Source: an optimization exercise on an open RTL-to-GDS flow (aim: small area, a short achievable clock period and few clock cycles per item). Production flows keep margins and buffers that such runs may drop.
In this exercise RTL edits were held to simulation tests only and were not proved equivalent to the original.

### design/flow/run.sh
#!/bin/bash
# synth_recipe.tcl (not shown) runs the flow's synth.tcl, then flattens the netlist and writes it again
# the make line also repeats each setting of config.mk as NAME=value (left out here)
make -C /OpenROAD-flow-scripts/flow DESIGN_CONFIG=/design/flow/config.mk WORK_HOME=/design/flow/orfs CLKGATE_MAP_FILE= SYNTH_SCRIPT=/design/flow/synth_recipe.tcl finish
### design/flow/constraint.sdc
create_clock -name core_clock -period 12.0 [get_ports {clk}]
set_input_delay 2.4000 -clock core_clock [delete_from_list [all_inputs] [get_ports {clk}]]
set_output_delay 2.4000 -clock core_clock [all_outputs]
set_load 0.01 [all_outputs]
### design/flow/config.mk
export PLATFORM = sky130hd
export DESIGN_NAME = mul_pipe
export DESIGN_NICKNAME = mul_pipe
export VERILOG_FILES = /design/flow/design.v
export SDC_FILE = /design/flow/constraint.sdc
export NUM_CORES = 4
export LEC_CHECK = 0
export CAP_MARGIN = 20
export CORE_MARGIN = 2
export CORE_UTILIZATION = 40
export SLEW_MARGIN = 20
### design/flow/design.v
module mul_pipe #(
  parameter int WIDTH  = 32,
  parameter int STAGES = 3,
  parameter int TAG_W  = 5
) (
  input  logic             clk,
  input  logic             resetn,
  input  logic             in_valid,
  output logic             in_ready,
  input  logic [WIDTH-1:0] a,
  input  logic [WIDTH-1:0] b,
  input  logic [1:0]       mul_type,
  input  logic [TAG_W-1:0] in_tag,
  input  logic             flush,
  output logic             out_valid,
  input  logic             out_ready,
  output logic [WIDTH-1:0] out_res,
  output logic [TAG_W-1:0] out_tag,
  output logic             busy
);
  localparam int PW = 2 * WIDTH;
  logic              s_a;
  logic              s_b;
  logic              lo;
  logic [PW-1:0]     a_ext;
  logic [PW-1:0]     b_ext;
  logic [PW-1:0]     prod;
  logic [STAGES-1:0] valid;
  logic [STAGES-1:0] move;
  logic [WIDTH-1:0]  res_q;
  logic [TAG_W-1:0]  tag_q;
  assign s_a   = (mul_type != 2'b11);
  assign s_b   = !mul_type[1];
  assign lo    = (mul_type == 2'b00);
  assign a_ext = {{WIDTH{a[WIDTH-1] & s_a}}, a};
  assign b_ext = {{WIDTH{b[WIDTH-1] & s_b}}, b};
  assign prod  = a_ext * b_ext;
  for (genvar g = 0; g < STAGES; g++) begin : g_move
    assign move[g] = out_ready || !(&valid[STAGES-1:g]);
  end
  assign in_ready  = move[0] && !flush;
  assign out_valid = valid[STAGES-1];
  assign busy      = |valid;
  assign out_res   = res_q;
  assign out_tag   = tag_q;
  always_ff @(posedge clk or negedge resetn) begin
    if (!resetn) begin
      valid <= '0;
    end else if (flush) begin
      valid <= '0;
    end else begin
      if (move[0]) valid[0] <= in_valid;
      for (int i = 1; i < STAGES; i++) begin
        if (move[i]) valid[i] <= valid[i-1];
      end
    end
  end
  if (STAGES == 1) begin : g_one
    always_ff @(posedge clk or negedge resetn) begin
      if (!resetn) begin
        res_q <= '0;
        tag_q <= '0;
      end else if (in_valid && in_ready) begin
        res_q <= lo ? prod[WIDTH-1:0] : prod[PW-1:WIDTH];
        tag_q <= in_tag;
      end
    end
  end else begin : g_multi
    logic [PW-1:0]    p_q  [STAGES-1];
    logic [TAG_W-1:0] t_q  [STAGES-1];
    logic [STAGES-2:0] lo_q;
    always_ff @(posedge clk) begin
      if (in_valid && in_ready) begin
        p_q[0]  <= prod;
        t_q[0]  <= in_tag;
        lo_q[0] <= lo;
      end
      for (int i = 1; i < STAGES - 1; i++) begin
        if (move[i] && valid[i-1]) begin
          p_q[i]  <= p_q[i-1];
          t_q[i]  <= t_q[i-1];
          lo_q[i] <= lo_q[i-1];
        end
      end
    end
    always_ff @(posedge clk or negedge resetn) begin
      if (!resetn) begin
        res_q <= '0;
        tag_q <= '0;
      end else if (move[STAGES-1] && valid[STAGES-2]) begin
        res_q <= lo_q[STAGES-2] ? p_q[STAGES-2][WIDTH-1:0]
                                : p_q[STAGES-2][PW-1:WIDTH];
        tag_q <= t_q[STAGES-2];
      end
    end
  end
endmodule
==> results.sh, run 1 <==
export IMPL_dieArea_sq_um=113000
export IMPL_end_kind="flip-flop"
export IMPL_most_common_layout_cells="fa_1 (1125), inv_1 (1101), nand2_1 (763), and2_1 (364), ha_1 (212)"
export IMPL_synthToLayoutAreaGrowth_pct=7.59
export IMPL_r2r_end="g_multi.p_q[0][54]"
export IMPL_drt_wl_total_microns=112000
export IMPL_critical_path_class="in -> reg"
export IMPL_cts_resized=0
export IMPL_fin_crit_ns=10.89
export IMPL_tns_ns=0
export IMPL_remaining_drc_errors=0
export IMPL_min_to="g_multi.p_q[1][34]"
export IMPL_dpl_hpwl_microns=96000
export IMPL_numCtsBuffers=17
export IMPL_ios=116
export IMPL_drive_gt1_share_pct=3.91
export IMPL_hold_path_startpoint="g_multi.p_q[0][34]"
export IMPL_antenna_found_initial=3
export IMPL_cts_tree="yes"
export IMPL_ant_nets=0
export IMPL_yosysUniqueCellTypes=74
export IMPL_first_global_vias=32400
export IMPL_async_reset_ff_share_pct=22.2
export IMPL_slew_violations=0
export IMPL_reg2reg_depth=3
export IMPL_synth_edf_count=140
export IMPL_syn_area_sq_um=44000
export IMPL_ctsHoldBuffers=0
export IMPL_max_cap_violations=0
export IMPL_multi_input_area_sq_um=33800
export IMPL_num_rows=121
export IMPL_tightest_slew_ns=1.17
export IMPL_insertion_delay_ns=0.43
export IMPL_wl_per_cell_microns=19.0
export IMPL_dp_slack_ns=0.667
export IMPL_status="no timing/DRC/antenna violations"
export IMPL_dp_cells=5878
export IMPL_port_buffers=115
export IMPL_vias=29400
export IMPL_layout_commonest_cell="fa_1"
export IMPL_setup_violations=0
export IMPL_grt_max_degree=71
export IMPL_ff_latch_area_sq_um=5200
export IMPL_drt_iter0_markers=1564
export IMPL_gp_congestion=0.877
export IMPL_fill_cells=10600
export IMPL_drt_pass1_iterations=5
export IMPL_grt_pass1_wl_microns=184000
export IMPL_grt_usage_pct=20.9
export IMPL_rsz0062_at_grt="no"
export IMPL_post_cts_buffers=0
export IMPL_hp_class="reg -> reg"
export IMPL_min_path_cells=0
export IMPL_cts_buffer_depth=2
export IMPL_r2r_start="valid[1]"
export IMPL_cts_root_buf="clkbuf_16"
export IMPL_slew_headroom_pct=21.9
export IMPL_ys_ff_latch=180
export IMPL_cp_max_fo=13
export IMPL_ys_seq_area_share_pct=11.8
export IMPL_fin_skew_ns=0.00907
export IMPL_fin_ws_ns=1.11
export IMPL_clock_sinks=180
export IMPL_synth_top_flop_cell="edfxtp_1"
export IMPL_clk_pin_slew_ns=0.07
export IMPL_synthCells=4481
export IMPL_nets=5896
export IMPL_critPathArrivalTime_ns=11.11
export IMPL_viasPerCell=4.98
export IMPL_fmaxAchievable_ghz=0.0919
export IMPL_grt_ovfl_total=0
export IMPL_num_antenna_cells=0
export IMPL_avgSynthCellArea_sq_um=9.83
export IMPL_reg2reg_setup_slack_ns=9.82
export IMPL_die_h_microns=336
export IMPL_core_region_area_sq_um=109000
export IMPL_fin_cells=5910
export IMPL_die_w_microns=336
export IMPL_cp_data_required_time_ns=12.22
export IMPL_initial_core_util_pct=40.4
export IMPL_hold_violations=0
export IMPL_finalCritPeriodShare_pct=90.7
export IMPL_syn_nets=5894
export IMPL_yosysWarnings=3
export IMPL_cts_htree_levels=4
export IMPL_start_kind="input pin"
==> routing by layer <==
layer  track usage (%)  up-vias  part of all wire, %
li1                  -    13000                    -
met1              28.3    15600                   43
met2              36.6      682                   51
met3              1.84      152                  4.1
met4              4.57        0                  2.4
met5                 0        -                    0
==> kinds of logic after synthesis <==
group | synth area share, %
AO/OA/AOI/OAI | 3.58
flip-flops | 11.8
AND/OR/NAND/NOR | 13.6
buffers and inverters | 11.5
multiplexers | 0.900
adder cells (fa/ha/maj) | 57.1
XOR/XNOR | 1.49
==> cell usage after synthesis (all sizes together), types with 3 or more instances <==
cell / n / area share, %
nor2: 61 / 0.52
a21o: 37 / 0.63
a31oi: 9 / 0.13
nand3: 16 / 0.20
nand2: 765 / 6.5
and2: 365 / 5.2
nor3: 9 / 0.10
edfxtp: 140 / 9.5
and3: 16 / 0.24
a211oi: 8 / 0.15
inv: 1101 / 9.4
nand4: 7 / 0.13
o21ai: 62 / 0.70
dfrtp: 40 / 2.3
xor2: 21 / 0.42
xnor2: 54 / 1.1
or2: 9 / 0.13
nand3b: 3 / 0.051
o31ai: 3 / 0.11
nand2b: 5 / 0.071
mux2i: 34 / 0.77
o41ai: 3 / 0.077
o21bai: 9 / 0.15
nor4: 4 / 0.091
buf: 14 / 0.21
a41oi: 4 / 0.097
o211ai: 11 / 0.20
mux2: 5 / 0.13
o21a: 8 / 0.15
nor2b: 6 / 0.085
fa: 1125 / 51
a21oi: 64 / 0.74
ha: 212 / 6.0
clkbuf: 219 / 1.9
==> critical path, stage by stage <==
cell and delay (ns):
clkdlybuf4s50_1 0.96, buf_4 0.47, and2_1 0.19, fa_1 0.53
inv_1 0.05, fa_1 0.40, inv_1 0.07, fa_1 0.41
inv_1 0.10, fa_1 0.44, fa_1 0.52, inv_1 0.06
fa_1 0.51, fa_1 0.49, inv_1 0.05, fa_1 0.53
inv_1 0.06, ha_1 0.40, a21oi_1 0.23, o21ai_0 0.18
a221oi_1 0.41, a211oi_1 0.13, a211oi_1 0.59, o21a_1 0.28
o21a_4 0.18, mux2i_1 0.08, a2111oi_2 0.36
==> metrics by stage <==
stage          instance area, sq um  utilization [%]  hold WS (ns)
2_1_floorplan                 44000                -         0.400
3_3_place_gp                  46800             43.0         0.401
3_5_place_dp                  46800             43.0         0.405
4_1_cts                       47400             43.5         0.417
5_1_grt                       47400             43.5         0.423
6_report                      47400             43.5         0.415
==> sequential cells by signal (all words and copies together) (netlist names) <==
| signal | flops |
|---|---|
| g_multi.p_q | 128 |
| res_q | 32 |
| g_multi.t_q | 10 |
| tag_q | 5 |
| valid | 3 |
| g_multi.lo_q | 2 |
==> how the worst max path moves through the flow <==
stage | start | to | slack, ns | cells past startpoint
after floorplan | a[31] | g_multi.p_q[0][57] | 1.71 | 27
after global placement | b[9] | g_multi.p_q[0][57] | 0.70 | 27
after detailed placement | b[0] | g_multi.p_q[0][61] | 0.67 | 27
after CTS | b[0] | g_multi.p_q[0][61] | 1.10 | 27
after global routing | b[0] | g_multi.p_q[0][61] | 0.73 | 27
final | b[9] | g_multi.p_q[0][61] | 1.11 | 27
==> final cells by class <==
type,instances,share of cell area [%]
Tap cell,1414,3.73
Clock inverter,10,0.153
Inverter,1101,8.72
Sequential cell,180,11.0
Timing Repair Buffer,216,4.02
Clock buffer,22,1.02
Multi-Input combinational cell,2967,71.4
Testbench counts, summed over its fixed seeds: cycles 9,432, items 4,800.
==> inputs of run 2 (changes only) <==
==> design/flow/design.v (replaced) <==
module mul_pipe #(
  parameter int WIDTH  = 32,
  parameter int STAGES = 3,
  parameter int TAG_W  = 5
) (
  input  logic             clk,
  input  logic             resetn,
  input  logic             in_valid,
  output logic             in_ready,
  input  logic [WIDTH-1:0] a,
  input  logic [WIDTH-1:0] b,
  input  logic [1:0]       mul_type,
  input  logic [TAG_W-1:0] in_tag,
  input  logic             flush,
  output logic             out_valid,
  input  logic             out_ready,
  output logic [WIDTH-1:0] out_res,
  output logic [TAG_W-1:0] out_tag,
  output logic             busy
);
  logic                      valid;
  logic                      en;
  logic signed [WIDTH:0]     a_x;
  logic signed [WIDTH:0]     b_x;
  logic signed [2*WIDTH+1:0] prod;
  logic [WIDTH-1:0]          res_q;
  logic [TAG_W-1:0]          tag_q;
  assign a_x  = {a[WIDTH-1] & (mul_type != 2'b11), a};
  assign b_x  = {b[WIDTH-1] & !mul_type[1], b};
  assign prod = a_x * b_x;
  assign en        = out_ready || !valid;
  assign in_ready  = en && !flush;
  assign out_valid = valid;
  assign busy      = valid;
  assign out_res   = res_q;
  assign out_tag   = tag_q;
  always_ff @(posedge clk or negedge resetn) begin
    if (!resetn)    valid <= 1'b0;
    else if (flush) valid <= 1'b0;
    else if (en)    valid <= in_valid;
  end
  always_ff @(posedge clk) begin
    if (en) begin
      res_q <= (mul_type == 2'b00) ? prod[WIDTH-1:0] : prod[2*WIDTH-1:WIDTH];
      tag_q <= in_tag;
    end
  end
endmodule
==> run 2 against run 1 <==
Against the previous run:
- still clean on timing, DRC and antenna
- die area shrank 10%
- wire length shrank 6.1%
- non-clock buffer count shrank 8
- global-route usage is 0.65 points higher
- synthesized area fell by 10%
- sequential share of layout area shrank 8.3 points
- critical path depth shrank 1
- maximum frequency fell by 1.6%
- sequential cell count fell by 142
- final cell count shrank 5.5%
- core utilization down 0.43 points
- setup slack lost 0.18 ns
- critical endpoint is now res_q[28]
- largest cell class unchanged
==> results.sh, run 2 <==
export IMPL_status="no timing/DRC/antenna violations"
export IMPL_core_region_area_sq_um=98100
export IMPL_critPathArrivalTime_ns=11.06
export IMPL_ff_latch_area_sq_um=1140
export IMPL_start_kind="input pin"
export IMPL_drt_iter0_markers=1575
export IMPL_insertion_delay_ns=0.28
export IMPL_initial_core_util_pct=40.2
export IMPL_hold_slack_ns=0.704
export IMPL_min_path_cells=3
export IMPL_cp_max_fo=24
export IMPL_yosysWarnings=1
export IMPL_setup_violations=0
export IMPL_max_cap_violations=0
export IMPL_yosys_top_cells_area="fa_1 (57%), inv_1 (10%), nand2_1 (7.1%)"
export IMPL_syn_nets=5721
export IMPL_viasPerCell=5.04
export IMPL_clock_sinks=38
export IMPL_post_cts_buffers=0
export IMPL_slew_headroom_pct=28.9
export IMPL_regMostFlops="res_q"
export IMPL_most_common_layout_cells="fa_1 (1124), inv_1 (1094), nand2_1 (752), and2_1 (366), ha_1 (212)"
export IMPL_finalCritPeriodShare_pct=92.2
export IMPL_fin_area_sq_um=42200
export IMPL_rsz0062_at_grt="no"
export IMPL_remaining_drc_errors=0
export IMPL_synthCells=4308
export IMPL_hold_violations=0
export IMPL_critical_path_class="in -> reg"
export IMPL_grt_usage_pct=21.6
export IMPL_r2r_end="res_q[1]"
export IMPL_nets=5707
export IMPL_synth_top_flop_cell="edfxtp_1"
export IMPL_slew_violations=0
export IMPL_cp_data_required_time_ns=12.00
export IMPL_end_kind="flip-flop"
export IMPL_hold_path_startpoint="valid"
export IMPL_clk_pin_slew_ns=0.06
export IMPL_num_rows=115
export IMPL_dpl_hpwl_microns=93400
export IMPL_fmaxAchievable_ghz=0.0904
export IMPL_fin_crit_ns=11.07
export IMPL_yosys_area_top_type="fa_1"
export IMPL_cts_tree="yes"
export IMPL_drt_pass1_iterations=6
export IMPL_multi_input_area_sq_um=33400
export IMPL_yosysUniqueCellTypes=64
export IMPL_tns_ns=0
export IMPL_cts_buffer_depth=2
export IMPL_drive_gt1_share_pct=2.89
export IMPL_first_global_vias=30800
export IMPL_post_route_util_pct=43.0
export IMPL_grt_ovfl_total=0
export IMPL_async_reset_ff_share_pct=2.63
export IMPL_synth_most_common_cell="fa_1"
export IMPL_cts_root_buf="clkbuf_16"
export IMPL_tightest_slew_ns=1.06
export IMPL_reg2reg_depth=3
export IMPL_grt_pass1_wl_microns=172000
export IMPL_fin_skew_ns=0.00580
export IMPL_ctsHoldBuffers=0
export IMPL_synth_edf_count=37
export IMPL_cts_resized=0
export IMPL_hp_class="reg -> reg"
export IMPL_reg_top3="res_q: 32 flops, tag_q: 5 flops, valid: 1 flops"
export IMPL_dp_slack_ns=0.637
export IMPL_r2r_start="valid"
export IMPL_ios=116
export IMPL_ys_ff_latch=38
export IMPL_fill_cells=9722
export IMPL_fin_ws_ns=0.935
export IMPL_synthToLayoutAreaGrowth_pct=6.98
export IMPL_cts_htree_levels=2
export IMPL_place_area_sq_um=42100
export IMPL_ant_nets=0
export IMPL_avgSynthCellArea_sq_um=9.17
export IMPL_drt_wl_total_microns=105000
export IMPL_synthTopCellsByCount="fa_1 (1125), inv_1 (1094), nand2_1 (752)"
export IMPL_numCtsBuffers=5
export IMPL_dieArea_sq_um=101000
export IMPL_grt_max_degree=45
export IMPL_fin_cells=5583
export IMPL_synth_top_area_share_pct=57.0
export IMPL_dp_cells=5573
export IMPL_gp_congestion=0.864
export IMPL_port_buffers=115
export IMPL_largest_reg_flops=32
export IMPL_die_h_microns=318
export IMPL_vias=28100
export IMPL_ys_seq_area_share_pct=2.88
export IMPL_min_to="valid"
export IMPL_reg2reg_setup_slack_ns=10.55
export IMPL_syn_area_sq_um=39500
export IMPL_die_w_microns=318
export IMPL_antenna_found_initial=5
export IMPL_layout_commonest_cell="fa_1"
export IMPL_wl_per_cell_microns=18.9
[run 2: worst max path at each step]
stage               slack [ns]   from  cells after the start        end
floorplan                 1.48  a[31]                     27  res_q[28]
global placement          0.50   b[7]                     25  res_q[16]
detailed placement        0.64  a[31]                     26  res_q[28]
CTS                       0.93  a[31]                     26  res_q[28]
global route              0.44  a[31]                     26  res_q[28]
finish                    0.93  a[31]                     26  res_q[28]
[run 2: cell type report]
type	count	area share [%]
inverters	1094	9.72
diodes	1	0.00592
multi-input cells	2947	79.0
repair buffers	208	4.38
clock inverters	2	0.0296
well taps	1287	3.81
flip-flops and latches	38	2.69
clock buffers	6	0.329
[run 2: cells by family (layout without fill, tap and decap cells)]
logic type                 Yosys count  in the layout  synth area share [%]
adders and majority gates         1337           1337                  63.8
buffers and inverters             1323           1310                  12.6
and+or+nand+nor                   1285           1285                  15.1
AOI/OAI and AO/OA                  248            248                  3.97
xor gates and xnor gates            72             72                  1.60
DFF                                 38             38                  2.88
muxes                                5              5                 0.130
other                                0              1                     0
[run 2: critical path, cell delays in order]
cell	delay, ns
clkdlybuf4s50_1	0.54
a21boi_2	0.51
buf_4	0.38
nand2_1	0.16
fa_1	0.61
fa_1	0.68
fa_1	0.49
fa_1	0.72
inv_1	0.07
buf_4	0.21
fa_1	0.48
fa_1	0.50
fa_1	0.49
inv_1	0.05
fa_1	0.47
inv_1	0.04
ha_1	0.35
and2_1	0.21
and4_1	0.22
a221o_1	0.29
a211oi_1	0.33
o2111ai_1	0.24
a311oi_1	0.32
xnor2_1	0.12
nand2_1	0.07
o21ai_1	0.07
[run 2: metal layers]
layer  vias up  global-route usage [%]  wire (microns)
met5         -                       0              24
li1      12300                       -               -
met3       157                    1.87            4810
met4         4                    5.08            2870
met1     15000                    28.8           43700
met2       687                    38.0           53900
Testbench counts of run 2, summed over its fixed seeds: cycles 4,808, items 4,800.

-- re-timing with driven ports --
How much do the figures lean on ideal ports? The routed layouts below were timed once more, with nothing changed but the port constraints.
Step 1: set_driving_cell puts a clkbuf_16 on clk and a buf_2 on each other input, an assumption about the parent block.
Step 2 moves the port delays by t, midway between the first and last clock arrival at a register: inputs arrive t later, outputs are due t later. That takes back most of the time a late clock gives input paths.
Slacks: ideal ports / drivers / drivers and shift; pairs: ideal ports / drivers.
run | shift t [ns] | slack for setup (ns) | cell pins on the clock port's net
run 1 | 0.455 | 1.113 / 1.118 / 0.664 | 1
run 2 | 0.313 | 0.935 / 0.949 / 0.636 | 1
After both steps setup and hold are still met in every run listed. For run 1, which loses most, drivers alone change the setup slack by +0.005 ns; drivers and shift together by -0.449 ns.
